This is an optimization exercise on Yosys and OpenROAD, whose aim is small area, not a production implementation. Function was checked by simulation only, so behaviour that the tests miss may differ from the original. Power figures rest on the tool's default switching activity, not on a simulated workload.

--- flow/design.v ---
`default_nettype none
package aes_pkg;
  localparam logic [7:0] RCON_INIT = 8'h01;
  localparam logic [2047:0] SBOX_TBL = {
    128'h637c777bf26b6fc53001672bfed7ab76,
    128'hca82c97dfa5947f0add4a2af9ca472c0,
    128'hb7fd9326363ff7cc34a5e5f171d83115,
    128'h04c723c31896059a071280e2eb27b275,
    128'h09832c1a1b6e5aa0523bd6b329e32f84,
    128'h53d100ed20fcb15b6acbbe394a4c58cf,
    128'hd0efaafb434d338545f9027f503c9fa8,
    128'h51a3408f929d38f5bcb6da2110fff3d2,
    128'hcd0c13ec5f974417c4a77e3d645d1973,
    128'h60814fdc222a908846eeb814de5e0bdb,
    128'he0323a0a4906245cc2d3ac629195e479,
    128'he7c8376d8dd54ea96c56f4ea657aae08,
    128'hba78252e1ca6b4c6e8dd741f4bbd8b8a,
    128'h703eb5664803f60e613557b986c11d9e,
    128'he1f8981169d98e949b1e87e9ce5528df,
    128'h8ca1890dbfe6426841992d0fb054bb16
  };
  typedef enum logic [1:0] {
    IDLE  = 2'd0,
    GEN   = 2'd1,
    DRAIN = 2'd2
  } state_t;
  function automatic logic [7:0] sbox(input logic [7:0] b);
    logic [10:0] idx;
    idx = {~b, 3'b000};
    sbox = SBOX_TBL[idx +: 8];
  endfunction
  function automatic logic [7:0] xtime(input logic [7:0] b);
    xtime = {b[6:0], 1'b0} ^ (b[7] ? 8'h1b : 8'h00);
  endfunction
  function automatic int nr_from_nk(input int nk);
    nr_from_nk = nk + 6;
  endfunction
endpackage
`default_nettype wire
`default_nettype none
module aes_subword
(
  input  logic [7:0] i_byte,
  output logic [7:0] o_byte
);
  logic new_n17, new_n18, new_n19, new_n20, new_n21, new_n22, new_n23, new_n24;
  logic new_n25, new_n26, new_n27, new_n28, new_n29, new_n30, new_n31, new_n32;
  logic new_n33, new_n34, new_n35, new_n36, new_n37, new_n38, new_n39, new_n40;
  logic new_n41, new_n42, new_n43, new_n44, new_n45, new_n46, new_n47, new_n48;
  logic new_n49, new_n50, new_n51, new_n52, new_n53, new_n54, new_n55, new_n56;
  logic new_n57, new_n58, new_n59, new_n60, new_n61, new_n62, new_n63, new_n64;
  logic new_n65, new_n66, new_n67, new_n68, new_n69, new_n70, new_n71, new_n72;
  logic new_n73, new_n74, new_n75, new_n76, new_n77, new_n78, new_n79, new_n80;
  logic new_n81, new_n82, new_n83, new_n84, new_n85, new_n86, new_n87, new_n88;
  logic new_n89, new_n90, new_n91, new_n92, new_n93, new_n94, new_n95, new_n96;
  logic new_n97, new_n98, new_n99, new_n100, new_n101, new_n102, new_n103, new_n104;
  logic new_n105, new_n106, new_n107, new_n108, new_n109, new_n110, new_n111, new_n112;
  logic new_n113, new_n114, new_n115, new_n116, new_n117, new_n118, new_n119, new_n120;
  logic new_n121, new_n122, new_n123, new_n124, new_n125, new_n126, new_n127, new_n128;
  logic new_n129, new_n130, new_n131, new_n132, new_n133, new_n134, new_n135, new_n136;
  logic new_n137, new_n138, new_n139, new_n140, new_n141, new_n142, new_n143, new_n144;
  logic new_n145, new_n146, new_n147, new_n148, new_n149, new_n150, new_n151, new_n152;
  logic new_n153, new_n154, new_n155, new_n156, new_n157, new_n158, new_n159, new_n160;
  logic new_n161, new_n162, new_n163, new_n164, new_n165, new_n166, new_n167, new_n168;
  logic new_n169, new_n170, new_n171, new_n172, new_n173, new_n174, new_n175, new_n176;
  logic new_n177, new_n179, new_n180, new_n181, new_n182, new_n183, new_n184, new_n185;
  logic new_n186, new_n187, new_n188, new_n189, new_n190, new_n191, new_n192, new_n193;
  logic new_n194, new_n195, new_n197, new_n198, new_n199, new_n200, new_n201, new_n202;
  logic new_n203, new_n204, new_n205, new_n206, new_n207, new_n208, new_n209, new_n210;
  logic new_n211, new_n212, new_n213, new_n214, new_n215, new_n216, new_n217, new_n218;
  logic new_n219, new_n220, new_n221, new_n222, new_n224, new_n225, new_n226, new_n227;
  logic new_n228, new_n229, new_n230, new_n231, new_n232, new_n233, new_n234, new_n235;
  logic new_n236, new_n238, new_n239, new_n240, new_n241, new_n242, new_n244, new_n245;
  logic new_n246, new_n247, new_n248, new_n249, new_n250, new_n251, new_n252, new_n253;
  logic new_n254, new_n255, new_n256, new_n257, new_n258, new_n260, new_n261, new_n262;
  logic new_n263, new_n264, new_n265, new_n266, new_n267, new_n268, new_n270, new_n271;
  logic new_n272, new_n273, new_n274;
  assign new_n17 = ~i_byte[4] & ~i_byte[7];
  assign new_n18 = i_byte[4] & i_byte[7];
  assign new_n19 = ~new_n17 & ~new_n18;
  assign new_n20 = ~i_byte[1] & ~i_byte[3];
  assign new_n21 = i_byte[1] & i_byte[3];
  assign new_n22 = ~new_n20 & ~new_n21;
  assign new_n23 = i_byte[2] & ~new_n22;
  assign new_n24 = ~i_byte[2] & new_n22;
  assign new_n25 = ~new_n23 & ~new_n24;
  assign new_n26 = ~i_byte[6] & ~new_n25;
  assign new_n27 = i_byte[6] & new_n25;
  assign new_n28 = ~new_n26 & ~new_n27;
  assign new_n29 = new_n19 & ~new_n28;
  assign new_n30 = ~i_byte[2] & ~i_byte[4];
  assign new_n31 = i_byte[2] & i_byte[4];
  assign new_n32 = ~new_n30 & ~new_n31;
  assign new_n33 = ~i_byte[5] & ~i_byte[7];
  assign new_n34 = i_byte[5] & i_byte[7];
  assign new_n35 = ~new_n33 & ~new_n34;
  assign new_n36 = new_n32 & ~new_n35;
  assign new_n37 = new_n29 & ~new_n36;
  assign new_n38 = ~new_n29 & new_n36;
  assign new_n39 = ~new_n37 & ~new_n38;
  assign new_n40 = i_byte[1] & ~i_byte[7];
  assign new_n41 = ~i_byte[1] & i_byte[7];
  assign new_n42 = ~new_n40 & ~new_n41;
  assign new_n43 = ~i_byte[5] & ~new_n25;
  assign new_n44 = i_byte[5] & new_n25;
  assign new_n45 = ~new_n43 & ~new_n44;
  assign new_n46 = new_n42 & new_n45;
  assign new_n47 = ~i_byte[5] & ~i_byte[6];
  assign new_n48 = i_byte[5] & i_byte[6];
  assign new_n49 = ~new_n47 & ~new_n48;
  assign new_n50 = i_byte[0] & ~new_n49;
  assign new_n51 = ~i_byte[0] & new_n49;
  assign new_n52 = ~new_n50 & ~new_n51;
  assign new_n53 = ~i_byte[1] & ~new_n52;
  assign new_n54 = ~new_n46 & ~new_n53;
  assign new_n55 = new_n45 & ~new_n52;
  assign new_n56 = ~i_byte[7] & new_n55;
  assign new_n57 = ~new_n54 & ~new_n56;
  assign new_n58 = new_n39 & new_n57;
  assign new_n59 = ~new_n39 & ~new_n57;
  assign new_n60 = ~new_n58 & ~new_n59;
  assign new_n61 = new_n19 & ~new_n22;
  assign new_n62 = ~new_n19 & new_n22;
  assign new_n63 = ~new_n61 & ~new_n62;
  assign new_n64 = ~i_byte[0] & ~new_n63;
  assign new_n65 = i_byte[0] & new_n63;
  assign new_n66 = ~new_n64 & ~new_n65;
  assign new_n67 = ~i_byte[2] & ~i_byte[7];
  assign new_n68 = i_byte[2] & i_byte[7];
  assign new_n69 = ~new_n67 & ~new_n68;
  assign new_n70 = i_byte[1] & new_n52;
  assign new_n71 = ~new_n53 & ~new_n70;
  assign new_n72 = ~new_n69 & ~new_n71;
  assign new_n73 = new_n69 & new_n71;
  assign new_n74 = ~new_n72 & ~new_n73;
  assign new_n75 = ~new_n66 & ~new_n74;
  assign new_n76 = new_n49 & new_n63;
  assign new_n77 = ~new_n49 & ~new_n63;
  assign new_n78 = ~new_n76 & ~new_n77;
  assign new_n79 = new_n69 & ~new_n78;
  assign new_n80 = ~new_n19 & new_n28;
  assign new_n81 = ~new_n36 & ~new_n80;
  assign new_n82 = ~new_n79 & ~new_n81;
  assign new_n83 = ~new_n32 & ~new_n42;
  assign new_n84 = new_n32 & new_n42;
  assign new_n85 = ~new_n83 & ~new_n84;
  assign new_n86 = ~new_n63 & ~new_n85;
  assign new_n87 = new_n82 & ~new_n86;
  assign new_n88 = ~new_n82 & new_n86;
  assign new_n89 = ~new_n87 & ~new_n88;
  assign new_n90 = new_n75 & new_n89;
  assign new_n91 = ~new_n75 & ~new_n89;
  assign new_n92 = ~new_n90 & ~new_n91;
  assign new_n93 = new_n60 & new_n92;
  assign new_n94 = ~new_n69 & new_n78;
  assign new_n95 = ~new_n29 & new_n94;
  assign new_n96 = ~new_n37 & ~new_n95;
  assign new_n97 = ~i_byte[4] & ~new_n52;
  assign new_n98 = i_byte[4] & new_n52;
  assign new_n99 = ~new_n97 & ~new_n98;
  assign new_n100 = i_byte[0] & ~new_n99;
  assign new_n101 = new_n86 & ~new_n100;
  assign new_n102 = ~new_n86 & new_n100;
  assign new_n103 = ~new_n101 & ~new_n102;
  assign new_n104 = new_n96 & new_n103;
  assign new_n105 = ~new_n96 & ~new_n103;
  assign new_n106 = ~new_n104 & ~new_n105;
  assign new_n107 = new_n93 & ~new_n106;
  assign new_n108 = i_byte[7] & new_n52;
  assign new_n109 = ~i_byte[1] & ~new_n45;
  assign new_n110 = ~new_n108 & new_n109;
  assign new_n111 = ~new_n55 & ~new_n108;
  assign new_n112 = ~new_n109 & ~new_n111;
  assign new_n113 = ~new_n110 & ~new_n112;
  assign new_n114 = new_n29 & ~new_n113;
  assign new_n115 = ~new_n29 & new_n113;
  assign new_n116 = ~new_n114 & ~new_n115;
  assign new_n117 = new_n79 & new_n116;
  assign new_n118 = ~new_n79 & ~new_n116;
  assign new_n119 = ~new_n117 & ~new_n118;
  assign new_n120 = ~new_n106 & new_n119;
  assign new_n121 = ~new_n92 & ~new_n120;
  assign new_n122 = ~new_n107 & ~new_n121;
  assign new_n123 = ~new_n42 & ~new_n45;
  assign new_n124 = ~new_n46 & ~new_n123;
  assign new_n125 = new_n122 & new_n124;
  assign new_n126 = new_n106 & ~new_n119;
  assign new_n127 = ~new_n93 & new_n126;
  assign new_n128 = ~new_n60 & new_n92;
  assign new_n129 = ~new_n107 & ~new_n128;
  assign new_n130 = new_n119 & new_n129;
  assign new_n131 = ~new_n127 & ~new_n130;
  assign new_n132 = ~new_n45 & new_n52;
  assign new_n133 = ~new_n55 & ~new_n132;
  assign new_n134 = new_n131 & ~new_n133;
  assign new_n135 = ~new_n126 & new_n128;
  assign new_n136 = new_n93 & new_n119;
  assign new_n137 = new_n106 & ~new_n128;
  assign new_n138 = ~new_n136 & new_n137;
  assign new_n139 = ~new_n135 & ~new_n138;
  assign new_n140 = ~new_n71 & new_n139;
  assign new_n141 = new_n92 & ~new_n119;
  assign new_n142 = new_n60 & ~new_n141;
  assign new_n143 = new_n129 & ~new_n142;
  assign new_n144 = ~new_n120 & ~new_n143;
  assign new_n145 = new_n69 & new_n144;
  assign new_n146 = new_n106 & new_n141;
  assign new_n147 = ~new_n60 & new_n119;
  assign new_n148 = ~new_n93 & ~new_n126;
  assign new_n149 = ~new_n147 & new_n148;
  assign new_n150 = ~new_n146 & ~new_n149;
  assign new_n151 = ~new_n139 & ~new_n150;
  assign new_n152 = new_n139 & new_n150;
  assign new_n153 = ~new_n151 & ~new_n152;
  assign new_n154 = new_n19 & new_n153;
  assign new_n155 = new_n145 & ~new_n154;
  assign new_n156 = ~new_n145 & new_n154;
  assign new_n157 = ~new_n155 & ~new_n156;
  assign new_n158 = new_n140 & ~new_n157;
  assign new_n159 = ~new_n140 & new_n157;
  assign new_n160 = ~new_n158 & ~new_n159;
  assign new_n161 = new_n134 & new_n160;
  assign new_n162 = ~new_n134 & ~new_n160;
  assign new_n163 = ~new_n161 & ~new_n162;
  assign new_n164 = ~new_n60 & ~new_n120;
  assign new_n165 = ~new_n136 & ~new_n164;
  assign new_n166 = ~new_n63 & new_n165;
  assign new_n167 = ~new_n106 & ~new_n142;
  assign new_n168 = ~new_n127 & ~new_n167;
  assign new_n169 = i_byte[0] & new_n168;
  assign new_n170 = ~new_n166 & new_n169;
  assign new_n171 = new_n166 & ~new_n169;
  assign new_n172 = ~new_n170 & ~new_n171;
  assign new_n173 = new_n163 & ~new_n172;
  assign new_n174 = ~new_n163 & new_n172;
  assign new_n175 = ~new_n173 & ~new_n174;
  assign new_n176 = new_n125 & new_n175;
  assign new_n177 = ~new_n125 & ~new_n175;
  assign o_byte[0] = ~(~new_n176 & ~new_n177);
  assign new_n179 = ~new_n52 & new_n139;
  assign new_n180 = ~new_n32 & new_n35;
  assign new_n181 = ~new_n36 & ~new_n180;
  assign new_n182 = new_n144 & ~new_n181;
  assign new_n183 = ~new_n42 & new_n122;
  assign new_n184 = ~new_n78 & new_n153;
  assign new_n185 = new_n183 & ~new_n184;
  assign new_n186 = ~new_n183 & new_n184;
  assign new_n187 = ~new_n185 & ~new_n186;
  assign new_n188 = new_n182 & new_n187;
  assign new_n189 = ~new_n182 & ~new_n187;
  assign new_n190 = ~new_n188 & ~new_n189;
  assign new_n191 = new_n179 & ~new_n190;
  assign new_n192 = ~new_n179 & new_n190;
  assign new_n193 = ~new_n191 & ~new_n192;
  assign new_n194 = new_n163 & new_n193;
  assign new_n195 = ~new_n163 & ~new_n193;
  assign o_byte[1] = ~(~new_n194 & ~new_n195);
  assign new_n197 = ~i_byte[7] & ~new_n52;
  assign new_n198 = ~new_n108 & ~new_n197;
  assign new_n199 = new_n131 & ~new_n198;
  assign new_n200 = new_n172 & new_n199;
  assign new_n201 = ~new_n172 & ~new_n199;
  assign new_n202 = ~new_n200 & ~new_n201;
  assign new_n203 = ~new_n99 & new_n168;
  assign new_n204 = new_n202 & ~new_n203;
  assign new_n205 = ~new_n202 & new_n203;
  assign new_n206 = ~new_n204 & ~new_n205;
  assign new_n207 = ~new_n45 & new_n122;
  assign new_n208 = ~new_n74 & new_n150;
  assign new_n209 = new_n157 & ~new_n208;
  assign new_n210 = ~new_n157 & new_n208;
  assign new_n211 = ~new_n209 & ~new_n210;
  assign new_n212 = new_n179 & new_n211;
  assign new_n213 = ~new_n179 & ~new_n211;
  assign new_n214 = ~new_n212 & ~new_n213;
  assign new_n215 = ~new_n207 & new_n214;
  assign new_n216 = new_n207 & ~new_n214;
  assign new_n217 = ~new_n215 & ~new_n216;
  assign new_n218 = new_n190 & ~new_n217;
  assign new_n219 = ~new_n190 & new_n217;
  assign new_n220 = ~new_n218 & ~new_n219;
  assign new_n221 = new_n206 & new_n220;
  assign new_n222 = ~new_n206 & ~new_n220;
  assign o_byte[2] = ~(~new_n221 & ~new_n222);
  assign new_n224 = new_n134 & ~new_n169;
  assign new_n225 = ~new_n134 & new_n169;
  assign new_n226 = ~new_n224 & ~new_n225;
  assign new_n227 = ~new_n85 & new_n165;
  assign new_n228 = ~new_n66 & new_n150;
  assign new_n229 = new_n227 & ~new_n228;
  assign new_n230 = ~new_n227 & new_n228;
  assign new_n231 = ~new_n229 & ~new_n230;
  assign new_n232 = ~new_n214 & new_n231;
  assign new_n233 = new_n214 & ~new_n231;
  assign new_n234 = ~new_n232 & ~new_n233;
  assign new_n235 = new_n226 & new_n234;
  assign new_n236 = ~new_n226 & ~new_n234;
  assign o_byte[3] = ~(~new_n235 & ~new_n236);
  assign new_n238 = new_n166 & new_n231;
  assign new_n239 = ~new_n166 & ~new_n231;
  assign new_n240 = ~new_n238 & ~new_n239;
  assign new_n241 = new_n217 & new_n240;
  assign new_n242 = ~new_n217 & ~new_n240;
  assign o_byte[4] = ~new_n241 & ~new_n242;
  assign new_n244 = ~new_n79 & ~new_n94;
  assign new_n245 = new_n153 & new_n244;
  assign new_n246 = new_n183 & ~new_n245;
  assign new_n247 = ~new_n183 & new_n245;
  assign new_n248 = ~new_n246 & ~new_n247;
  assign new_n249 = ~new_n144 & ~new_n153;
  assign new_n250 = new_n144 & new_n153;
  assign new_n251 = ~new_n249 & ~new_n250;
  assign new_n252 = ~new_n29 & ~new_n80;
  assign new_n253 = new_n251 & new_n252;
  assign new_n254 = new_n202 & ~new_n253;
  assign new_n255 = ~new_n202 & new_n253;
  assign new_n256 = ~new_n254 & ~new_n255;
  assign new_n257 = new_n248 & new_n256;
  assign new_n258 = ~new_n248 & ~new_n256;
  assign o_byte[5] = ~new_n257 & ~new_n258;
  assign new_n260 = ~new_n28 & new_n251;
  assign new_n261 = new_n182 & ~new_n260;
  assign new_n262 = ~new_n182 & new_n260;
  assign new_n263 = ~new_n261 & ~new_n262;
  assign new_n264 = ~new_n240 & new_n263;
  assign new_n265 = new_n240 & ~new_n263;
  assign new_n266 = ~new_n264 & ~new_n265;
  assign new_n267 = new_n211 & new_n266;
  assign new_n268 = ~new_n211 & ~new_n266;
  assign o_byte[6] = ~new_n267 & ~new_n268;
  assign new_n270 = new_n227 & ~new_n263;
  assign new_n271 = ~new_n227 & new_n263;
  assign new_n272 = ~new_n270 & ~new_n271;
  assign new_n273 = new_n217 & new_n272;
  assign new_n274 = ~new_n217 & ~new_n272;
  assign o_byte[7] = ~(~new_n273 & ~new_n274);
endmodule
`default_nettype wire
`default_nettype none
module aes_key_expand
#(
  parameter int NK = 8
) (
  input  logic            clk,
  input  logic            reset,
  input  logic            start,
  input  logic [32*NK-1:0] key_in,
  output logic            busy,
  output logic            rk_valid,
  input  logic            rk_ready,
  output logic [3:0]      rk_round,
  output logic [31:0]     k0_out,
  output logic [31:0]     k1_out,
  output logic [31:0]     k2_out,
  output logic [31:0]     k3_out,
  output logic            done
);
  logic [127:0] r_hi, r_lon;
  logic [127:0] w_lo;
  logic [7:0]   r_cnt;
  logic [7:0] w_old, w_sub_in, w_sub_out, w_rcon, w_t, w_new;
  logic       w_rot, w_sw, w_adv, w_last, w_copy;
  logic       w_ld, w_sh, w_hd, w_shn, w_hdn;
  assign w_lo  = ~r_lon;
  assign w_old = r_hi[127:120];
  assign w_copy = (r_cnt[7:4] == 4'd15);   
  assign w_rot = (r_cnt[4:2] == 3'd0);    
  assign w_sw  = (r_cnt[4:2] == 3'd4);    
  always_comb begin
    if (w_rot)
      w_sub_in = (r_cnt[1:0] == 2'd3) ? w_lo[55:48] : w_lo[23:16];
    else
      w_sub_in = w_lo[31:24];
  end
  aes_subword u_sbox (
    .i_byte (w_sub_in),
    .o_byte (w_sub_out)
  );
  logic w_rc_en;
  assign w_rc_en = (r_cnt[1:0] == 2'd0);
  for (genvar k = 0; k < 7; k++) begin : g_rcon
    assign w_rcon[k] = w_rc_en && (r_cnt[7:5] == 3'(k));
  end
  assign w_rcon[7] = 1'b0;
  always_comb begin
    if (w_rot)
      w_t = w_sub_out ^ w_rcon;
    else if (w_sw)
      w_t = w_sub_out;
    else
      w_t = w_lo[31:24];
  end
  assign w_new = w_old ^ (w_copy ? 8'hff : w_t);
  assign rk_valid = busy && !w_copy && (r_cnt[3:0] == 4'd0);
  assign rk_round = r_cnt[7:4];
  assign {k0_out, k1_out, k2_out, k3_out} = r_hi;
  assign w_adv  = busy && (!rk_valid || rk_ready);
  assign w_last = rk_valid && rk_ready && (r_cnt[7:4] == 4'd14);
  assign w_ld = !busy;
  assign w_sh = w_adv;
  assign w_hd = busy && !w_adv;
  assign w_shn = !w_sh;
  assign w_hdn = !w_hd;
  logic [127:0] w_hi_d, w_lon_d, w_hi_s, w_lon_s;
  assign w_hi_s  = {r_hi[119:0], w_lo[127:120]};
  assign w_lon_s = {r_lon[119:0], ~w_new};
  for (genvar b = 0; b < 128; b++) begin : g_win
    aes_win_bit u_hi (
      .ld (w_ld), .key (key_in[b]), .shn (w_shn), .s (w_hi_s[b]),
      .hdn (w_hdn), .q (r_hi[b]), .d (w_hi_d[b])
    );
    aes_win_bit u_lo (
      .ld (w_ld), .key (key_in[128+b]), .shn (w_shn), .s (w_lon_s[b]),
      .hdn (w_hdn), .q (r_lon[b]), .d (w_lon_d[b])
    );
  end
  always_ff @(posedge clk) begin
    r_hi  <= w_hi_d;
    r_lon <= w_lon_d;
    if (!busy)
      r_cnt <= 8'd240;
    else if (w_adv)
      r_cnt <= r_cnt + 8'd1;
  end
  always_ff @(posedge clk) begin
    if (reset) begin
      busy <= 1'b0;
      done <= 1'b0;
    end else begin
      done <= w_last;
      if (!busy)
        busy <= start;
      else if (w_last)
        busy <= 1'b0;
    end
  end
endmodule
module aes_win_bit (
  input  logic ld,
  input  logic key,
  input  logic shn,
  input  logic s,
  input  logic hdn,
  input  logic q,
  output logic d
);
  logic p;
  assign p = (shn | s) & (hdn | q);
  assign d = ~((ld & key) | ~p);
endmodule
`default_nettype wire
`default_nettype none
module aes256_key_expand (
  input  logic         clk,
  input  logic         reset,
  input  logic         start,
  input  logic [255:0] key_in,
  output logic         busy,
  output logic         rk_valid,
  input  logic         rk_ready,
  output logic [3:0]   rk_round,
  output logic [31:0]  k0_out,
  output logic [31:0]  k1_out,
  output logic [31:0]  k2_out,
  output logic [31:0]  k3_out,
  output logic         done
);
  aes_key_expand #(.NK(8)) u_core (
    .clk      (clk),
    .reset    (reset),
    .start    (start),
    .key_in   (key_in),
    .busy     (busy),
    .rk_valid (rk_valid),
    .rk_ready (rk_ready),
    .rk_round (rk_round),
    .k0_out   (k0_out),
    .k1_out   (k1_out),
    .k2_out   (k2_out),
    .k3_out   (k3_out),
    .done     (done)
  );
endmodule
`default_nettype wire
--- flow/flow/run.sh ---
#!/bin/bash
# Own flow: the standard ORFS layout (standard.sh) with
#  - the standard synthesis script, with ABC mapping done per module with
#    an area-oriented script (flow/area.abc) instead of ORFS's delay-oriented
#    one: the window bit-select module (aes_win_bit) and the S-box
#    (aes_subword) are kept as modules through mapping and flattened
#    afterwards as usual; the registers and their names are untouched,
#  - no adder extraction (ADDER_MAP_FILE empty), so ABC maps XOR logic itself,
#  - buf_1 port buffers instead of ORFS's default port buffer,
#  - a clock tree of small leaf clusters without dummy loads.
# Every tool's output goes to a log file in this folder.
set -euo pipefail
W=$(pwd)
{
  head -n 1 synth_recipe.tcl
  cat <<EOS
proc abc {args} {
  set i [lsearch -exact \$args -script]
  set a_area [lreplace \$args [expr {\$i+1}] [expr {\$i+1}] $W/flow/area.abc]
  yosys abc {*}\$a_area aes_win_bit
  yosys abc {*}\$a_area aes_subword
  yosys abc {*}\$a_area aes256_key_expand
}
EOS
  tail -n +2 synth_recipe.tcl
} > synth_area.tcl
cat >> config.mk <<'EOC'
export SYNTH_KEEP_MODULES = aes_win_bit aes_subword
export ADDER_MAP_FILE =
export BUFFER_PORTS_ARGS = -buffer_cell sky130_fd_sc_hd__buf_1
export CTS_ARGS = -sink_clustering_enable -repair_clock_nets -dont_use_dummy_load -sink_clustering_size 12 -sink_clustering_max_diameter 40 -buf_list {sky130_fd_sc_hd__clkbuf_4}
EOC
bash standard.sh SYNTH_SCRIPT=$W/synth_area.tcl finish > standard_flow.log 2>&1
--- flow/flow/area.abc ---
strash
&get -n
&st
&dch
&nf -a -R 1000
&put
topo
--- flow/standard.sh ---
#!/bin/bash
# synth_recipe.tcl (not shown) runs the flow's synth.tcl, then flattens the netlist and writes it again
# the make line also repeats each setting of config.mk as NAME=value (left out here)
make -C /OpenROAD-flow-scripts/flow DESIGN_CONFIG=/design/flow/config.mk WORK_HOME=/design/flow/orfs CLKGATE_MAP_FILE= SYNTH_SCRIPT=/design/flow/synth_recipe.tcl "${@:-finish}"
--- flow/config.mk ---
export PLATFORM = sky130hd
export DESIGN_NAME = aes256_key_expand
export DESIGN_NICKNAME = aes256_key_expand
export VERILOG_FILES = /design/flow/design.v
export SDC_FILE = /design/flow/constraint.sdc
export NUM_CORES = 4
export LEC_CHECK = 0
export CAP_MARGIN = 0
export CORE_MARGIN = 2
export CORE_UTILIZATION = 40
export PLACE_DENSITY = 0.65
export SLEW_MARGIN = 0
export SYNTH_KEEP_MODULES = aes_win_bit aes_subword
export ADDER_MAP_FILE =
export BUFFER_PORTS_ARGS = -buffer_cell sky130_fd_sc_hd__buf_1
export CTS_ARGS = -sink_clustering_enable -repair_clock_nets -dont_use_dummy_load -sink_clustering_size 12 -sink_clustering_max_diameter 40 -buf_list {sky130_fd_sc_hd__clkbuf_4}
--- flow/constraint.sdc ---
create_clock -name core_clock -period 10.0 [get_ports {clk}]
set_input_delay 2.0000 -clock core_clock [delete_from_list [all_inputs] [get_ports {clk}]]
set_output_delay 2.0000 -clock core_clock [all_outputs]
set_load 0.01 [all_outputs]
==> impl_metrics.ini, run 1 <==
[sta]
finalHoldViolations = 0
setup_viol_count_final = 0
fin_skew_ns = 0.0927
max_slew_margin_pct = 19.3
max_freq_ghz = 0.141
rsz0062_at_grt = no
worstMarginPinSlew_ns = 1.20
finalSetupTns_ns = 0
finalCritPeriodShare_pct = 71.0
slew_violations = 0
layout_min_cycle_time_ns = 7.10

[place]
post-place-cells = 1757
hpwl_mm = 21.2
gp_congestion = 0.871
numPortBuffers = 394

[grt]
grt_max_degree = 164
grt_use_total_pct = 20.6
antenna_found_initial = 1
grt_pass1_vias = 9013
grt_pass1_wl_mm = 47.5
grt_overflow = 0

[synthesis]
syn_area_um2 = 10600
yosysUniqueCellTypes = 29
synth_top_area_cell = dfxtp_1
synthCells = 1147
synth_edf_count = 0
ys_async_sr_fraction_pct = 0
synth_top_area_share_pct = 50.1
ys_warn_count = 1
ys_seq_area_share_pct = 50.1
postSynthAreaPerCell_um2 = 9.27
synth_flop_cell = dfxtp_1
synth_seq_cells = 266
synth_nets = 1407
synthTopCellsByArea = dfxtp_1 (50%), o22ai_1 (15%), a21oi_1 (12%)

[run]
maxCapViolations = 0

[clocking]
clk_pin_slew_worst_paths_ns = 0.10
cts.repair.resized = 0
htreeDepth = 2
postCtsHoldBufs = 0
clkLatencyLatePin_ns = 0.67
clockRootBuffer = clkbuf_4
cts_tree = built
post_cts_buffers = 0
clockBufferDepth = 3
cts_buffers = 38
cts_sinks = 266

[critical_path]
required_ns = 10.50
worst-setup-path-type = reg -> reg
cpMostUsedCell = xnor2_1
start_kind = flop
critPathMaxStageDelay_ns = 0.89
crit_slowest_cell = nor3_2
path_max_fanout = 23
worstPathArrival_ns = 7.60
end_kind = flop

[drt]
viasPerCell = 5.48
num_vias = 9852
drt_iter0_drc = 772
first_pass_iters = 5
wire_per_inst_um = 17.1
drt_wl_total_mm = 30.7
drtAntennaViolNets = 0
detail_route.drc_violations = 0

[power]
ir_worst_vdd_uv = 359
p_leak_uw = 0.00411
power_density_nw_per_um2 = 331

[finish]
syn_to_final_growth_pct = 12.5
multi_input_area_um2 = 4360
nets = 1722
n_fill_cell = 2660
drive_gt1_share_pct = 3.22
stdcell_count = 1798
regArea_um2 = 5330

[floorplan]
ios = 395
rows = 59
design.core.area_um2 = 26100
die_x_um = 167
fp.dieH_um = 167
initial_core_util_pct = 40.8
die_area_um2 = 27900

[worst_hold_path]
hold_path.class = reg -> reg

[status]
status = finished clean
-- flip-flops by register name, summed over array words and instances, names as in the netlist --
name	flops
u_core.busy	1
u_core.r_hi	128
u_core.r_cnt	8
u_core.done	1
u_core.r_lon	128
-- kinds of logic (layout without fill, tap and decap cells) --
| kind of cell | count (synthesis) | in the layout | synth area share, % |
|---|---|---|---|
| buffers and inverters | 134 | 447 | 9.10 |
| and+or+nand+nor | 110 | 110 | 4.53 |
| AOI/OAI and AO/OA | 556 | 556 | 29.6 |
| DFF | 266 | 266 | 50.1 |
| xor gates and xnor gates | 80 | 80 | 6.59 |
| muxes | 1 | 1 | 0.0941 |
| other | 0 | 3 | 0 |
-- cell usage in the layout, fill, tap and decap left out --
master / Yosys / final
nand2b_4: 0 / 1
a22o_1: 1 / 1
nand4_1: 3 / 3
buf_4: 124 / 5
inv_8: 0 / 1
o2111ai_1: 6 / 6
a21oi_1: 263 / 263
xor2_1: 27 / 27
nor3_1: 6 / 5
clkinv_1: 10 / 9
or2_0: 3 / 3
diode_2: 0 / 3
nand2_4: 0 / 1
mux2i_1: 1 / 1
a21o_1: 1 / 1
nor4_1: 1 / 1
nor2b_1: 3 / 3
o211ai_1: 2 / 2
and3_1: 2 / 2
and2_0: 5 / 5
nor2_1: 34 / 34
nand3_1: 5 / 5
o21ai_0: 22 / 22
nor3b_1: 2 / 2
a211oi_1: 1 / 1
xnor2_1: 53 / 53
dfxtp_1: 266 / 266
a32o_1: 1 / 1
nand2_1: 44 / 43
o22ai_1: 257 / 257
nand2b_1: 2 / 1
buf_1: 0 / 394
nor3_2: 0 / 1
o31ai_1: 1 / 1
a221oi_1: 1 / 1
clkbuf_4: 0 / 38
-- area by class of cell --
class,count,share of cell area (%)
antenna,3,0.0628
clock buffer,38,2.38
inverter,10,0.377
multi-input combinational,747,36.5
sequential,266,44.5
tap,335,3.50
timing repair buffer,399,12.7
-- Yosys stat by module, one instance, submodules excluded --
module / flops+latches / cells / area (um^2)
aes256_key_expand: 266 / 515 / 6930
aes_subword: 0 / 120 / 828
aes_win_bit: 0 / 2 / 11.3
-- final timing paths --
kind,start,cells past startpoint,slack [ns],to
setup / recovery,u_core.r_cnt[4]$_SDFFE_PN1P_,25,2.90,u_core.r_lon[4]$_DFF_P_
hold / removal,u_core.r_lon[43]$_DFF_P_,2,0.46,u_core.r_lon[51]$_DFF_P_
setup reg to reg,u_core.r_cnt[4]$_SDFFE_PN1P_,25,2.90,u_core.r_lon[4]$_DFF_P_
hold reg to reg,u_core.r_lon[43]$_DFF_P_,2,0.46,u_core.r_lon[51]$_DFF_P_
-- synthesized netlist by cell type, drive strengths merged, types with 2 or more instances --
| cell | number |
|---|---|
| dfxtp | 266 |
| a21oi | 263 |
| o22ai | 257 |
| buf | 124 |
| xnor2 | 53 |
| nand2 | 44 |
| nor2 | 34 |
| xor2 | 27 |
| o21ai | 22 |
| clkinv | 10 |
| nor3 | 6 |
| o2111ai | 6 |
| and2 | 5 |
| nand3 | 5 |
| nand4 | 3 |
| nor2b | 3 |
| or2 | 3 |
| and3 | 2 |
| nand2b | 2 |
| nor3b | 2 |
| o211ai | 2 |
-- metrics by stage --
| stage | setup WS, ns | power (uW) | instance area, um^2 | hold slack [ns] | util (%) |
|---|---|---|---|---|---|
| floorplan | 1.54 | 3110 | 10600 | 0.442 | - |
| global placement | 3.20 | 3410 | 11700 | 0.460 | 44.8 |
| detailed placement | 3.04 | 3420 | 11700 | 0.465 | 44.8 |
| CTS | 2.98 | 3960 | 12000 | 0.477 | 45.9 |
| global route | 2.10 | 4270 | 12000 | 0.516 | 45.9 |
| finish | 2.90 | 3950 | 12000 | 0.463 | 45.9 |
-- power breakdown --
part | switching (uW) | total [uW] | internal [uW]
clock network | 339 | 514 | 175
registers | 87.0 | 1260 | 1170
logic | 1220 | 2180 | 957
-- critical path, delay by kind of cell, from the launching register on --
family          cells  cell delay [ns]
flops               1             0.42
compound gates      5             1.38
simple gates        7             1.69
xor+xnor           13             3.51
-- routing by layer --
metal  global-route usage, %  wire [um]  vias up
met3                    3.40       2050       53
li1                        -          -     4862
met1                    27.0      13000     4561
met5                       0          0        -
met2                    34.8      14900      376
met4                    6.37        743        0
==> inputs of run 2 (changes only) <==
--- a/flow/flow/run.sh
+++ b/flow/flow/run.sh
@@ -28,6 +28,6 @@
 export SYNTH_KEEP_MODULES = aes_win_bit aes_subword
 export ADDER_MAP_FILE =
 export BUFFER_PORTS_ARGS = -buffer_cell sky130_fd_sc_hd__buf_1
-export CTS_ARGS = -sink_clustering_enable -repair_clock_nets -dont_use_dummy_load -sink_clustering_size 12 -sink_clustering_max_diameter 40 -buf_list {sky130_fd_sc_hd__clkbuf_4}
+export CTS_ARGS = -sink_clustering_enable -dont_use_dummy_load -sink_clustering_size 10 -sink_clustering_max_diameter 40 -buf_list {sky130_fd_sc_hd__clkbuf_4}
 EOC
 bash standard.sh SYNTH_SCRIPT=$W/synth_area.tcl finish > standard_flow.log 2>&1
--- a/flow/config.mk
+++ b/flow/config.mk
@@ -13,4 +13,4 @@
 export SYNTH_KEEP_MODULES = aes_win_bit aes_subword
 export ADDER_MAP_FILE =
 export BUFFER_PORTS_ARGS = -buffer_cell sky130_fd_sc_hd__buf_1
-export CTS_ARGS = -sink_clustering_enable -repair_clock_nets -dont_use_dummy_load -sink_clustering_size 12 -sink_clustering_max_diameter 40 -buf_list {sky130_fd_sc_hd__clkbuf_4}
+export CTS_ARGS = -sink_clustering_enable -dont_use_dummy_load -sink_clustering_size 10 -sink_clustering_max_diameter 40 -buf_list {sky130_fd_sc_hd__clkbuf_4}
==> impl_metrics.ini, run 2 <==
[critical_path]
reg2reg_to = u_core.r_lon[2]$_DFF_P_
rr_startpoint = u_core.r_cnt[4]$_SDFFE_PN1P_
end_kind = flop
ff2ff_path_depth = 25
required_ns = 10.53
ff2ff_setup_slack_ns = 2.89
worstPathArrival_ns = 7.65
start_kind = flop
path_max_fanout = 23
worst-setup-path-type = reg -> reg

[floorplan]
design.core.area_um2 = 26100
die_area_um2 = 27900
rows = 59
die_x_um = 167
ios = 395
fp.dieH_um = 167
initial_core_util_pct = 40.8

[clocking]
postCtsHoldBufs = 0
post_cts_buffers = 0
htreeDepth = 2
cts_sinks = 266
cts.repair.resized = 0
cts_buffers = 39
cts_tree = built
clockBufferDepth = 3
clk_pin_slew_worst_paths_ns = 0.10
clockRootBuffer = clkbuf_4
clkLatencyLatePin_ns = 0.66

[synthesis]
postSynthAreaPerCell_um2 = 9.27
yosysMostFrequentCell = dfxtp_1
synth_top_area_cell = dfxtp_1
synth_flop_cell = dfxtp_1
synthTopCellsByArea = dfxtp_1 (50%), o22ai_1 (15%), a21oi_1 (12%)
syn_area_um2 = 10600
synth_edf_count = 0
ys_async_sr_fraction_pct = 0
synth_top_area_share_pct = 50.1
synthCells = 1147
ys_warn_count = 1
yosysUniqueCellTypes = 29
synth_seq_cells = 266
ys_seq_area_share_pct = 50.1
synth_nets = 1407
synthTopCellsByCount = dfxtp_1 (266), a21oi_1 (263), o22ai_1 (257), buf_4 (124), xnor2_1 (53)

[finish]
n_fill_cell = 2657
regArea_um2 = 5330
multi_input_area_um2 = 4360
nets = 1723
final_cell_mix = buf_1 (394), dfxtp_1 (266), a21oi_1 (263), o22ai_1 (257), xnor2_1 (53)
drive_gt1_share_pct = 3.29
syn_to_final_growth_pct = 12.5
fin_util_pct = 45.9
reg_top3 = u_core.r_hi x128, u_core.r_lon x128, u_core.r_cnt x8
final_common_cell = buf_1

[worst_hold_path]
hold_start = u_core.r_lon[43]$_DFF_P_
hold_path.class = reg -> reg
hold_path_end = u_core.r_lon[51]$_DFF_P_
min_path_cells = 2

[sta]
max_freq_ghz = 0.141
finalSetupTns_ns = 0
max_slew_margin_pct = 20.2
fin_skew_ns = 0.0736
finalCritPeriodShare_pct = 71.1
rsz0062_at_grt = no
layout_min_cycle_time_ns = 7.11
finalHoldViolations = 0
worstMarginPinSlew_ns = 1.18
setup_viol_count_final = 0
slew_violations = 0

[place]
gp_congestion = 0.871
hpwl_mm = 21.2
numPortBuffers = 394

[grt]
grt_pass1_wl_mm = 47.4
grt_pass1_vias = 8995
grt_use_total_pct = 20.5
grt_overflow = 0
antenna_found_initial = 1
grt_max_degree = 164

[status]
status = finished clean

[power]
p_leak_uw = 0.00412
ir_worst_vdd_uv = 361
power_density_nw_per_um2 = 331

[drt]
first_pass_iters = 7
num_vias = 9858
drt_iter0_drc = 720
drtAntennaViolNets = 0
detail_route.drc_violations = 0
drt_wl_total_mm = 30.6
viasPerCell = 5.48
wire_per_inst_um = 17.0

[run]
maxCapViolations = 0
[run 2: power breakdown]
group	switching, uW	total, uW	leakage [uW]	internal (uW)
clock	337	517	0.000179	180
sequential	86.7	1260	0.00224	1170
combinational	1220	2180	0.00170	957
total	1650	3960	0.00412	2310
[run 2: worst max-delay path: stages (launching register included)]
cell       delay [ns]
dfxtp_1          0.42
nor3_2           0.90
o21ai_0          0.68
xor2_1           0.33
xnor2_1          0.45
xnor2_1          0.18
nand2_1          0.14
nand2_1          0.09
xor2_1           0.15
xnor2_1          0.41
and2_0           0.28
nand2_1          0.09
a32o_1           0.28
xnor2_1          0.36
nand2_1          0.12
xor2_1           0.27
xnor2_1          0.23
xnor2_1          0.22
xor2_1           0.39
xor2_1           0.28
xnor2_1          0.15
nand2_1          0.07
o2111ai_1        0.16
xnor2_1          0.14
o22ai_1          0.09
a21oi_1          0.14
[run 2: cell type report]
class | count | share of cell area (%)
Timing Repair Buffer | 399 | 12.7
Clock buffer | 39 | 2.45
Multi-Input combinational cell | 747 | 36.5
Inverter | 10 | 0.376
Antenna cell | 4 | 0.0836
Tap cell | 335 | 3.50
Sequential cell | 266 | 44.5
[run 2: worst max path at each step]
stage | startpoint | end | slack (ns) | cells after the start
finish | u_core.r_cnt[4]$_SDFFE_PN1P_ | u_core.r_lon[2]$_DFF_P_ | 2.89 | 25
global route | u_core.r_cnt[4]$_SDFFE_PN1P_ | u_core.r_lon[2]$_DFF_P_ | 2.10 | 25
CTS | u_core.r_cnt[4]$_SDFFE_PN1P_ | u_core.r_lon[4]$_DFF_P_ | 3.00 | 25
detailed placement | u_core.r_cnt[4]$_SDFFE_PN1P_ | u_core.r_lon[4]$_DFF_P_ | 3.04 | 25
global placement | u_core.r_cnt[4]$_SDFFE_PN1P_ | u_core.r_lon[2]$_DFF_P_ | 3.20 | 25
floorplan | rk_ready | u_core.r_hi[0]$_DFF_P_ | 1.54 | 4
[run 2: per-layer routing]
metal	share of wire (%)	wire (um)	up-vias	global-route usage, %
li1	-	-	4858	-
met1	43	13100	4542	27.0
met2	48	14700	399	34.5
met3	6.6	2020	59	3.42
met4	2.7	818	0	6.33
met5	0	0	-	0
[run 2: modules after synthesis (local to each module, per instance)]
module / cell area (um^2) / flip-flops and latches
aes256_key_expand: 6930 / 266
aes_subword: 828 / 0
aes_win_bit: 11.3 / 0
[run 2: cell families (layout without fill, tap and decap cells)]
logic type / count (synthesis) / count (layout) / share of synthesized area [%]
other: 0 / 4 / 0
AO/OA/AOI/OAI: 556 / 556 / 29.6
flip-flops: 266 / 266 / 50.1
buffers and inverters: 134 / 448 / 9.10
multiplexers: 1 / 1 / 0.0941
AND/OR/NAND/NOR: 110 / 110 / 4.53
XOR/XNOR: 80 / 80 / 6.59
[run 2: metrics by stage]
stage / hold slack [ns] / instances / area [um^2] / total power, uW / setup WS [ns]
after floorplan: 0.442 / 1147 / 10600 / 3110 / 1.54
after global placement: 0.460 / 1757 / 11700 / 3410 / 3.20
after detailed placement: 0.465 / 1757 / 11700 / 3420 / 3.04
after CTS: 0.476 / 1796 / 12000 / 3960 / 3.00
after global routing: 0.514 / 1799 / 12000 / 4280 / 2.10
final: 0.461 / 1800 / 12000 / 3960 / 2.89
==> inputs of run 3 (changes only) <==
--- a/flow/flow/run.sh
+++ b/flow/flow/run.sh
@@ -28,6 +28,6 @@
 export SYNTH_KEEP_MODULES = aes_win_bit aes_subword
 export ADDER_MAP_FILE =
 export BUFFER_PORTS_ARGS = -buffer_cell sky130_fd_sc_hd__buf_1
-export CTS_ARGS = -sink_clustering_enable -dont_use_dummy_load -sink_clustering_size 10 -sink_clustering_max_diameter 40 -buf_list {sky130_fd_sc_hd__clkbuf_4}
+export CTS_ARGS = -sink_clustering_enable -repair_clock_nets -dont_use_dummy_load -sink_clustering_size 11 -sink_clustering_max_diameter 80 -buf_list {sky130_fd_sc_hd__clkbuf_4}
 EOC
 bash standard.sh SYNTH_SCRIPT=$W/synth_area.tcl finish > standard_flow.log 2>&1
--- a/flow/config.mk
+++ b/flow/config.mk
@@ -13,4 +13,4 @@
 export SYNTH_KEEP_MODULES = aes_win_bit aes_subword
 export ADDER_MAP_FILE =
 export BUFFER_PORTS_ARGS = -buffer_cell sky130_fd_sc_hd__buf_1
-export CTS_ARGS = -sink_clustering_enable -dont_use_dummy_load -sink_clustering_size 10 -sink_clustering_max_diameter 40 -buf_list {sky130_fd_sc_hd__clkbuf_4}
+export CTS_ARGS = -sink_clustering_enable -repair_clock_nets -dont_use_dummy_load -sink_clustering_size 11 -sink_clustering_max_diameter 80 -buf_list {sky130_fd_sc_hd__clkbuf_4}
==> impl_metrics.ini, run 3 <==
[synthesis]
synth_nets = 1407
ys_warn_count = 1
postSynthAreaPerCell_um2 = 9.27
ys_seq_area_share_pct = 50.1
ys_async_sr_fraction_pct = 0
synthCells = 1147
synthTopCellsByArea = dfxtp_1 (50%), o22ai_1 (15%), a21oi_1 (12%)
syn_area_um2 = 10600
synth_edf_count = 0
yosysMostFrequentCell = dfxtp_1
synth_top_area_share_pct = 50.1
synth_top_area_cell = dfxtp_1
synth_flop_cell = dfxtp_1
yosysUniqueCellTypes = 29
synthTopCellsByCount = dfxtp_1 (266), a21oi_1 (263), o22ai_1 (257), buf_4 (124), xnor2_1 (53)
synth_seq_cells = 266

[place]
hpwl_mm = 21.2
gp_congestion = 0.871
dpl_cell_area_um2 = 11700
numPortBuffers = 394

[sta]
finalHoldViolations = 0
finalCritPeriodShare_pct = 71.3
max_freq_ghz = 0.140
hold_ws_ns = 0.464
slew_violations = 0
layout_min_cycle_time_ns = 7.13
worstMarginPinSlew_ns = 1.20
max_slew_margin_pct = 19.4
rsz0062_at_grt = no
setup_viol_count_final = 0
fin_skew_ns = 0.0682
finalSetupTns_ns = 0

[clocking]
clk_pin_slew_worst_paths_ns = 0.12
cts.repair.resized = 0
htreeDepth = 1
post_cts_buffers = 0
cts_buffers = 28
postCtsHoldBufs = 0
clockBufferDepth = 3
clockRootBuffer = clkbuf_4
cts_sinks = 266
clkLatencyLatePin_ns = 0.68
cts_tree = built

[worst_hold_path]
hold_path.class = reg -> reg

[grt]
grt_pass1_vias = 8924
grt_overflow = 0
grt_use_total_pct = 20.4
grt_pass1_wl_mm = 47.5
grt_max_degree = 164
antenna_found_initial = 1

[finish]
final_common_cell = buf_1
syn_to_final_growth_pct = 11.8
reg_top3 = u_core.r_hi x128, u_core.r_lon x128, u_core.r_cnt x8
nets = 1712
final_cell_mix = buf_1 (394), dfxtp_1 (266), a21oi_1 (263), o22ai_1 (257), xnor2_1 (53)
drive_gt1_share_pct = 2.55
final_area_um2 = 11900

[floorplan]
die_x_um = 167
die_area_um2 = 27900
initial_core_util_pct = 40.8
design.core.area_um2 = 26100
rows = 59
fp.dieH_um = 167
ios = 395

[critical_path]
worstPathArrival_ns = 7.75
required_ns = 10.61
critPathMaxStageDelay_ns = 0.89
worst-setup-path-type = reg -> reg
crit_slowest_cell = nor3_2
critPathTopFamily = XOR/XNOR gates
end_kind = flop
cpMostUsedCell = xnor2_1
path_buf_inv = 0
path_max_fanout = 23
start_kind = flop

[power]
ir_worst_vdd_uv = 360
power_density_nw_per_um2 = 328
p_leak_uw = 0.00407

[drt]
drtAntennaViolNets = 0
wl_met2_mm = 14.9
num_vias = 9748
wire_per_inst_um = 17.1
drt_wl_total_mm = 30.6
met1Wirelength_mm = 13.1
detail_route.drc_violations = 0
drt_iter0_drc = 771
viasPerCell = 5.45
highest_layer = met4
wl_met3_mm = 1.79
first_pass_iters = 5

[status]
status = finished clean

[run]
maxCapViolations = 0
[run 3: through the flow]
stage	util (%)	setup slack [ns]	std cells	power, uW
global placement	44.8	3.20	1757	3410
floorplan	-	1.54	1147	3110
global route	45.6	2.06	1787	4210
detailed placement	44.8	3.04	1757	3420
finish	45.6	2.87	1788	3900
CTS	45.6	2.98	1785	3900
[run 3: cell families (layout without fill, tap and decap cells)]
kind of cell / after synthesis / count (layout) / synth area share (%)
buffers and inverters: 134 / 437 / 9.10
XOR/XNOR: 80 / 80 / 6.59
AND/OR/NAND/NOR: 110 / 110 / 4.53
multiplexers: 1 / 1 / 0.0941
other: 0 / 3 / 0
AO/OA/AOI/OAI: 556 / 556 / 29.6
flip-flops: 266 / 266 / 50.1
[run 3: cell type report]
cell class                 instances  area (um^2)
multi-input combinational        747         4360
inverter                          10         45.0
antenna                            3         7.51
tap                              335          419
fill                            2673        14200
timing repair buffer             399         1520
sequential                       266         5330
clock buffer                      28          210
[run 3: worst min-delay path: cells and delay by family, from the launching register on]
family / cells / cell delay (ns)
AOI/OAI and AO/OA: 2 / 0.18
DFF: 1 / 0.31
[run 3: final timing paths]
kind	end	cells past startpoint	start	slack, ns
worst min-delay path	u_core.r_hi[79]$_DFF_P_	2	u_core.r_hi[71]$_DFF_P_	0.46
worst max-delay path	u_core.r_lon[2]$_DFF_P_	25	u_core.r_cnt[4]$_SDFFE_PN1P_	2.87
worst max register to register	u_core.r_lon[2]$_DFF_P_	25	u_core.r_cnt[4]$_SDFFE_PN1P_	2.87
worst min register to register	u_core.r_hi[79]$_DFF_P_	2	u_core.r_hi[71]$_DFF_P_	0.46
[run 3: layer usage]
metal / track usage (%) / vias up
li1: - / 4829
met1: 27.0 / 4514
met2: 34.8 / 346
met3: 2.83 / 59
met4: 6.07 / 0
met5: 0 / -
[run 3: power by group]
group	internal (uW)	switching (uW)	total, uW
logic	957	1230	2190
clock network	128	328	456
registers	1170	86.4	1260
total	2260	1650	3900
[run 3: Yosys stat by module, one instance, submodules excluded]
module             cells inside  cell area, um^2
aes256_key_expand           515             6930
aes_subword                 120              828
aes_win_bit                   2             11.3
==> inputs of run 4 (changes only) <==
--- a/flow/flow/run.sh
+++ b/flow/flow/run.sh
@@ -28,6 +28,6 @@
 export SYNTH_KEEP_MODULES = aes_win_bit aes_subword
 export ADDER_MAP_FILE =
 export BUFFER_PORTS_ARGS = -buffer_cell sky130_fd_sc_hd__buf_1
-export CTS_ARGS = -sink_clustering_enable -repair_clock_nets -dont_use_dummy_load -sink_clustering_size 11 -sink_clustering_max_diameter 80 -buf_list {sky130_fd_sc_hd__clkbuf_4}
+export CTS_ARGS = -sink_clustering_enable -repair_clock_nets -dont_use_dummy_load -sink_clustering_size 10 -sink_clustering_max_diameter 40 -buf_list {sky130_fd_sc_hd__clkbuf_4}
 EOC
 bash standard.sh SYNTH_SCRIPT=$W/synth_area.tcl finish > standard_flow.log 2>&1
--- a/flow/config.mk
+++ b/flow/config.mk
@@ -13,4 +13,4 @@
 export SYNTH_KEEP_MODULES = aes_win_bit aes_subword
 export ADDER_MAP_FILE =
 export BUFFER_PORTS_ARGS = -buffer_cell sky130_fd_sc_hd__buf_1
-export CTS_ARGS = -sink_clustering_enable -repair_clock_nets -dont_use_dummy_load -sink_clustering_size 11 -sink_clustering_max_diameter 80 -buf_list {sky130_fd_sc_hd__clkbuf_4}
+export CTS_ARGS = -sink_clustering_enable -repair_clock_nets -dont_use_dummy_load -sink_clustering_size 10 -sink_clustering_max_diameter 40 -buf_list {sky130_fd_sc_hd__clkbuf_4}
==> impl_metrics.ini, run 4 <==
[critical_path]
end_kind = flop
required_ns = 10.53
worstPathArrival_ns = 7.65
path_max_fanout = 23
start_kind = flop
cpMostUsedCell = xnor2_1
critPathTopFamily = XOR/XNOR gates
rr_startpoint = u_core.r_cnt[4]$_SDFFE_PN1P_
critPathMaxStageDelay_ns = 0.90
path_buf_inv = 0
crit_slowest_cell = nor3_2
worst-setup-path-type = reg -> reg
crit_start = u_core.r_cnt[4]$_SDFFE_PN1P_

[grt]
grt_overflow = 0
grt_pass1_vias = 8995
antenna_found_initial = 1
grt_use_total_pct = 20.5
grt_max_degree = 164
grt_pass1_wl_mm = 47.4

[floorplan]
fp.dieH_um = 167
ios = 395
rows = 59
die_area_um2 = 27900
die_x_um = 167
design.core.area_um2 = 26100
initial_core_util_pct = 40.8

[power]
ir_worst_vdd_uv = 361
power_density_nw_per_um2 = 331
p_leak_uw = 0.00412

[synthesis]
synthCells = 1147
yosysUniqueCellTypes = 29
synth_top_area_cell = dfxtp_1
synthTopCellsByArea = dfxtp_1 (50%), o22ai_1 (15%), a21oi_1 (12%)
ys_seq_area_share_pct = 50.1
synth_top_area_share_pct = 50.1
postSynthAreaPerCell_um2 = 9.27
synth_nets = 1407
synth_seq_cells = 266
synth_flop_cell = dfxtp_1
ys_async_sr_fraction_pct = 0
syn_area_um2 = 10600
ys_warn_count = 1
synthTopCellsByCount = dfxtp_1 (266), a21oi_1 (263), o22ai_1 (257), buf_4 (124), xnor2_1 (53)
synth_edf_count = 0
yosysMostFrequentCell = dfxtp_1

[finish]
nets = 1723
final_cell_mix = buf_1 (394), dfxtp_1 (266), a21oi_1 (263), o22ai_1 (257), xnor2_1 (53)
final_common_cell = buf_1
syn_to_final_growth_pct = 12.5
drive_gt1_share_pct = 3.29
n_fill_cell = 2657
final_area_um2 = 12000
reg_top3 = u_core.r_hi x128, u_core.r_lon x128, u_core.r_cnt x8
stdcell_count = 1800

[place]
gp_congestion = 0.871
dpl_cell_area_um2 = 11700
post-place-cells = 1757
numPortBuffers = 394
hpwl_mm = 21.2

[drt]
drt_wl_total_mm = 30.6
detail_route.drc_violations = 0
drt_iter0_drc = 720
first_pass_iters = 7
drtAntennaViolNets = 0
num_vias = 9858
wire_per_inst_um = 17.0
viasPerCell = 5.48

[clocking]
cts_sinks = 266
cts.repair.resized = 0
htreeDepth = 2
clk_pin_slew_worst_paths_ns = 0.10
clkLatencyLatePin_ns = 0.66
cts_tree = built
clockRootBuffer = clkbuf_4
cts_buffers = 39
postCtsHoldBufs = 0
clockBufferDepth = 3
post_cts_buffers = 0

[sta]
setup_viol_count_final = 0
layout_min_cycle_time_ns = 7.11
max_freq_ghz = 0.141
fin_skew_ns = 0.0736
slew_violations = 0
max_slew_margin_pct = 20.2
finalHoldViolations = 0
worstMarginPinSlew_ns = 1.18
finalCritPeriodShare_pct = 71.1
rsz0062_at_grt = no
finalSetupTns_ns = 0

[worst_hold_path]
hold_path.class = reg -> reg
hold_start = u_core.r_lon[43]$_DFF_P_

[run]
maxCapViolations = 0

[status]
status = finished clean
run 4: per-module statistics from Yosys (local to each module, per instance):
module             cells  flip-flops and latches  times used  area (um^2)
aes256_key_expand    515                     266           1         6930
aes_subword          120                       0           1          828
aes_win_bit            2                       0         256         11.3
run 4: routing by layer:
metal  GRT usage (%)  share of wire, %
met1            27.0                43
met3            3.42               6.6
met2            34.5                48
met5               0                 0
met4            6.33               2.7
run 4: report_power, final:
group | switching [uW] | internal [uW]
logic | 1220 | 957
clock network | 337 | 180
registers | 86.7 | 1170
run 4: final cells by class:
| type | count | area (um^2) | share of cell area, % |
|---|---|---|---|
| tap | 335 | 419 | 3.50 |
| sequential | 266 | 5330 | 44.5 |
| clock buffer | 39 | 293 | 2.45 |
| multi-input combinational | 747 | 4360 | 36.5 |
| inverter | 10 | 45.0 | 0.376 |
| timing repair buffer | 399 | 1520 | 12.7 |
| antenna | 4 | 10.0 | 0.0836 |
run 4: metrics by stage:
stage	hold slack [ns]	total power, uW	utilization [%]	setup slack (ns)
final	0.461	3960	45.9	2.89
after global routing	0.514	4280	45.9	2.10
after CTS	0.476	3960	45.9	3.00
after detailed placement	0.465	3420	44.8	3.04
after global placement	0.460	3410	44.8	3.20
after floorplan	0.442	3110	-	1.54
run 4: cells by family after synthesis:
family | share of synthesized area, %
xor+xnor | 6.59
flops | 50.1
compound gates | 29.6
mux | 0.0941
buf+inv | 9.10
simple gates | 4.53
run 4: final timing paths:
path	endpoint	slack, ns	cells after the start
max	u_core.r_lon[2]$_DFF_P_	2.89	25
min	u_core.r_lon[51]$_DFF_P_	0.46	2
min reg2reg	u_core.r_lon[51]$_DFF_P_	0.46	2
max reg2reg	u_core.r_lon[2]$_DFF_P_	2.89	25
run 4: worst register-to-register path, stage by stage, from the launching register on:
cell       delay [ns]
dfxtp_1          0.42
nor3_2           0.90
o21ai_0          0.68
xor2_1           0.33
xnor2_1          0.45
xnor2_1          0.18
nand2_1          0.15
nand2_1          0.09
xor2_1           0.15
xnor2_1          0.41
and2_0           0.28
nand2_1          0.09
a32o_1           0.28
xnor2_1          0.36
nand2_1          0.12
xor2_1           0.27
xnor2_1          0.23
xnor2_1          0.22
xor2_1           0.39
xor2_1           0.28
xnor2_1          0.15
nand2_1          0.07
o2111ai_1        0.16
xnor2_1          0.14
o22ai_1          0.09
a21oi_1          0.14
==> inputs of run 5 (changes only) <==
--- a/flow/flow/run.sh
+++ b/flow/flow/run.sh
@@ -28,6 +28,6 @@
 export SYNTH_KEEP_MODULES = aes_win_bit aes_subword
 export ADDER_MAP_FILE =
 export BUFFER_PORTS_ARGS = -buffer_cell sky130_fd_sc_hd__buf_1
-export CTS_ARGS = -sink_clustering_enable -repair_clock_nets -dont_use_dummy_load -sink_clustering_size 10 -sink_clustering_max_diameter 40 -buf_list {sky130_fd_sc_hd__clkbuf_4}
+export CTS_ARGS = -sink_clustering_enable -repair_clock_nets -dont_use_dummy_load -sink_clustering_size 10 -sink_clustering_max_diameter 60 -buf_list {sky130_fd_sc_hd__clkbuf_4}
 EOC
 bash standard.sh SYNTH_SCRIPT=$W/synth_area.tcl finish > standard_flow.log 2>&1
--- a/flow/config.mk
+++ b/flow/config.mk
@@ -13,4 +13,4 @@
 export SYNTH_KEEP_MODULES = aes_win_bit aes_subword
 export ADDER_MAP_FILE =
 export BUFFER_PORTS_ARGS = -buffer_cell sky130_fd_sc_hd__buf_1
-export CTS_ARGS = -sink_clustering_enable -repair_clock_nets -dont_use_dummy_load -sink_clustering_size 10 -sink_clustering_max_diameter 40 -buf_list {sky130_fd_sc_hd__clkbuf_4}
+export CTS_ARGS = -sink_clustering_enable -repair_clock_nets -dont_use_dummy_load -sink_clustering_size 10 -sink_clustering_max_diameter 60 -buf_list {sky130_fd_sc_hd__clkbuf_4}
==> impl_metrics.ini, run 5 <==
[clocking]
cts_buffers = 31
clockBufferDepth = 3
cts_sinks = 266
postCtsHoldBufs = 0
clk_pin_slew_worst_paths_ns = 0.11
clkLatencyLatePin_ns = 0.74
cts_tree = built
clockRootBuffer = clkbuf_4
post_cts_buffers = 0
htreeDepth = 1
cts.repair.resized = 0

[finish]
final_cell_mix = buf_1 (394), dfxtp_1 (266), a21oi_1 (263), o22ai_1 (257), xnor2_1 (53)
final_area_um2 = 11900
final_common_cell = buf_1
syn_to_final_growth_pct = 12.0
stdcell_count = 1792
drive_gt1_share_pct = 2.75
reg_top3 = u_core.r_hi x128, u_core.r_lon x128, u_core.r_cnt x8
nets = 1715

[sta]
fin_skew_ns = 0.134
max_freq_ghz = 0.140
rsz0062_at_grt = no
worstMarginPinSlew_ns = 1.18
finalSetupTns_ns = 0
finalHoldViolations = 0
setup_viol_count_final = 0
finalCritPeriodShare_pct = 71.2
slew_violations = 0
max_slew_margin_pct = 20.3
layout_min_cycle_time_ns = 7.12

[critical_path]
required_ns = 10.68
cpMostUsedCell = xnor2_1
critPathTopFamily = XOR/XNOR gates
crit_slowest_cell = nor3_2
start_kind = flop
worst-setup-path-type = reg -> reg
end_kind = flop
path_max_fanout = 23
worstPathArrival_ns = 7.81
critPathMaxStageDelay_ns = 0.90
path_buf_inv = 0

[power]
p_total_uw = 3920
switching_power_uw = 1650
ir_worst_vdd_uv = 367
power_frac_comb_pct = 55.7
p_leak_uw = 0.00408
p_int_uw = 2270
p_sw_share_pct = 42.1
seq_power_share_pct = 32.1
power_frac_clock_pct = 12.2
power_density_nw_per_um2 = 329

[run]
maxCapViolations = 0

[synthesis]
synth_seq_cells = 266
ys_seq_area_share_pct = 50.1
synth_nets = 1407
syn_area_um2 = 10600
postSynthAreaPerCell_um2 = 9.27
synth_edf_count = 0
yosysUniqueCellTypes = 29
synth_flop_cell = dfxtp_1
yosysMostFrequentCell = dfxtp_1
ys_async_sr_fraction_pct = 0
synthTopCellsByArea = dfxtp_1 (50%), o22ai_1 (15%), a21oi_1 (12%)
synthTopCellsByCount = dfxtp_1 (266), a21oi_1 (263), o22ai_1 (257), buf_4 (124), xnor2_1 (53)
synth_top_area_share_pct = 50.1
synthCells = 1147
ys_warn_count = 1
synth_top_area_cell = dfxtp_1

[grt]
grt_pass1_vias = 8951
grt_pass1_wl_mm = 47.6
grt_overflow = 0
grt_max_degree = 164
grt_use_total_pct = 20.4
antenna_found_initial = 1

[drt]
drtAntennaViolNets = 0
detail_route.drc_violations = 0
first_pass_iters = 5
drt_iter0_drc = 748
num_vias = 9809
drt_wl_total_mm = 30.7
wire_per_inst_um = 17.1
viasPerCell = 5.47

[place]
dpl_cell_area_um2 = 11700
gp_congestion = 0.871
numPortBuffers = 394
post-place-cells = 1757
hpwl_mm = 21.2

[floorplan]
ios = 395
design.core.area_um2 = 26100
rows = 59
die_area_um2 = 27900
die_x_um = 167
initial_core_util_pct = 40.8
fp.dieH_um = 167

[worst_hold_path]
hold_path.class = reg -> reg

[status]
status = finished clean
## run 5: changes by cell type in the layout (fill, tap and decap cells not counted)
cell	before	now
clkbuf_4	39	31
## run 5: final timing paths
path / cells past startpoint / startpoint / slack [ns] / to
min reg2reg: 2 / u_core.r_hi[105]$_DFF_P_ / 0.47 / u_core.r_hi[113]$_DFF_P_
max reg2reg: 25 / u_core.r_cnt[4]$_SDFFE_PN1P_ / 2.88 / u_core.r_lon[2]$_DFF_P_
min: 2 / u_core.r_hi[105]$_DFF_P_ / 0.47 / u_core.r_hi[113]$_DFF_P_
max: 25 / u_core.r_cnt[4]$_SDFFE_PN1P_ / 2.88 / u_core.r_lon[2]$_DFF_P_
## run 5: logic make-up (layout without fill, tap and decap cells)
kind of cell,after synthesis,after routing,share of synthesized area [%]
xor+xnor,80,80,6.59
other cells,0,4,0
compound gates,556,556,29.6
simple gates,110,110,4.53
mux,1,1,0.0941
buf+inv,134,440,9.10
flops,266,266,50.1
## run 5: power by group through the flow
stage / Sequential (uW) / Clock (uW) / Combinational [uW]
2_1_floorplan: 1260 / 0 / 1850
3_3_place_gp: 1280 / 0 / 2120
3_5_place_dp: 1280 / 0 / 2140
4_1_cts: 1260 / 498 / 2160
5_1_grt: 1270 / 542 / 2410
6_report: 1260 / 478 / 2190
## run 5: area by class of cell
class / count / area, um^2
clock buffers: 31 / 233
fillers: 2680 / 14100
diodes: 4 / 10.0
well taps: 335 / 419
multi-input cells: 747 / 4360
repair buffers: 399 / 1520
inverters: 10 / 45.0
flip-flops and latches: 266 / 5330
## run 5: layer usage
metal	part of all wire (%)	GRT usage, %	wire [um]
met5	0	0	0
met4	2.5	6.03	782
met3	5.7	2.59	1760
met2	49	34.7	14900
met1	43	27.2	13200
## run 5: Yosys stat by module, one instance, submodules excluded
module	flops+latches	area, um^2	copies in the design	cells
aes_subword	0	828	1	120
aes_win_bit	0	11.3	256	2
aes256_key_expand	266	6930	1	515
## run 5: metrics by stage
stage          setup slack (ns)  util [%]  hold slack [ns]
2_1_floorplan              1.54         -            0.442
3_3_place_gp               3.20      44.8            0.460
3_5_place_dp               3.04      44.8            0.465
4_1_cts                    2.98      45.7            0.471
5_1_grt                    2.07      45.7            0.501
6_report                   2.88      45.7            0.470
## run 5: worst reg2reg max path, cell delays in order, from the launching register on
cell and delay [ns]:
dfxtp_1 0.44, nor3_2 0.90, o21ai_0 0.68, xor2_1 0.33, xnor2_1 0.45, xnor2_1 0.18
nand2_1 0.15, nand2_1 0.09, xor2_1 0.15, xnor2_1 0.40, and2_0 0.28, nand2_1 0.09
a32o_1 0.28, xnor2_1 0.36, nand2_1 0.12, xor2_1 0.20, xnor2_1 0.30, xnor2_1 0.22
xor2_1 0.39, xor2_1 0.28, xnor2_1 0.15, nand2_1 0.07, o2111ai_1 0.16, xnor2_1 0.14
o22ai_1 0.09, a21oi_1 0.14

==> port drivers added, routing unchanged <==
The results above use ideal ports. As a check the final layouts listed here were re-extracted and re-timed, cells and wires unchanged.
Step 1 sets driving cells, clkbuf_16 on the clock port and buf_2 on the other inputs (assumed; they add their load-dependent delay and slew).
Step 2, shift: input delay + t, output delay - t, t = (earliest + latest rising clock arrival at the registers) / 2. This alone moves slack from input paths to output paths.
a / b / c = ideal ports / drivers / drivers and shift; a / b = the first two.
| run | t, ns | setup WS [ns] | clock arrival spread, ns |
|---|---|---|---|
| run 1 | 0.671 | 2.895 / 2.895 / 2.895 | 0.104 / 0.104 |
| run 2 | 0.666 | 2.885 / 2.885 / 2.885 | 0.090 / 0.090 |
| run 3 | 0.707 | 2.866 / 2.866 / 2.866 | 0.100 / 0.101 |
| run 4 | 0.666 | 2.885 / 2.885 / 2.885 | 0.090 / 0.090 |
| run 5 | 0.726 | 2.879 / 2.879 / 2.879 | 0.136 / 0.135 |
After both steps setup and hold are still met in every run listed.
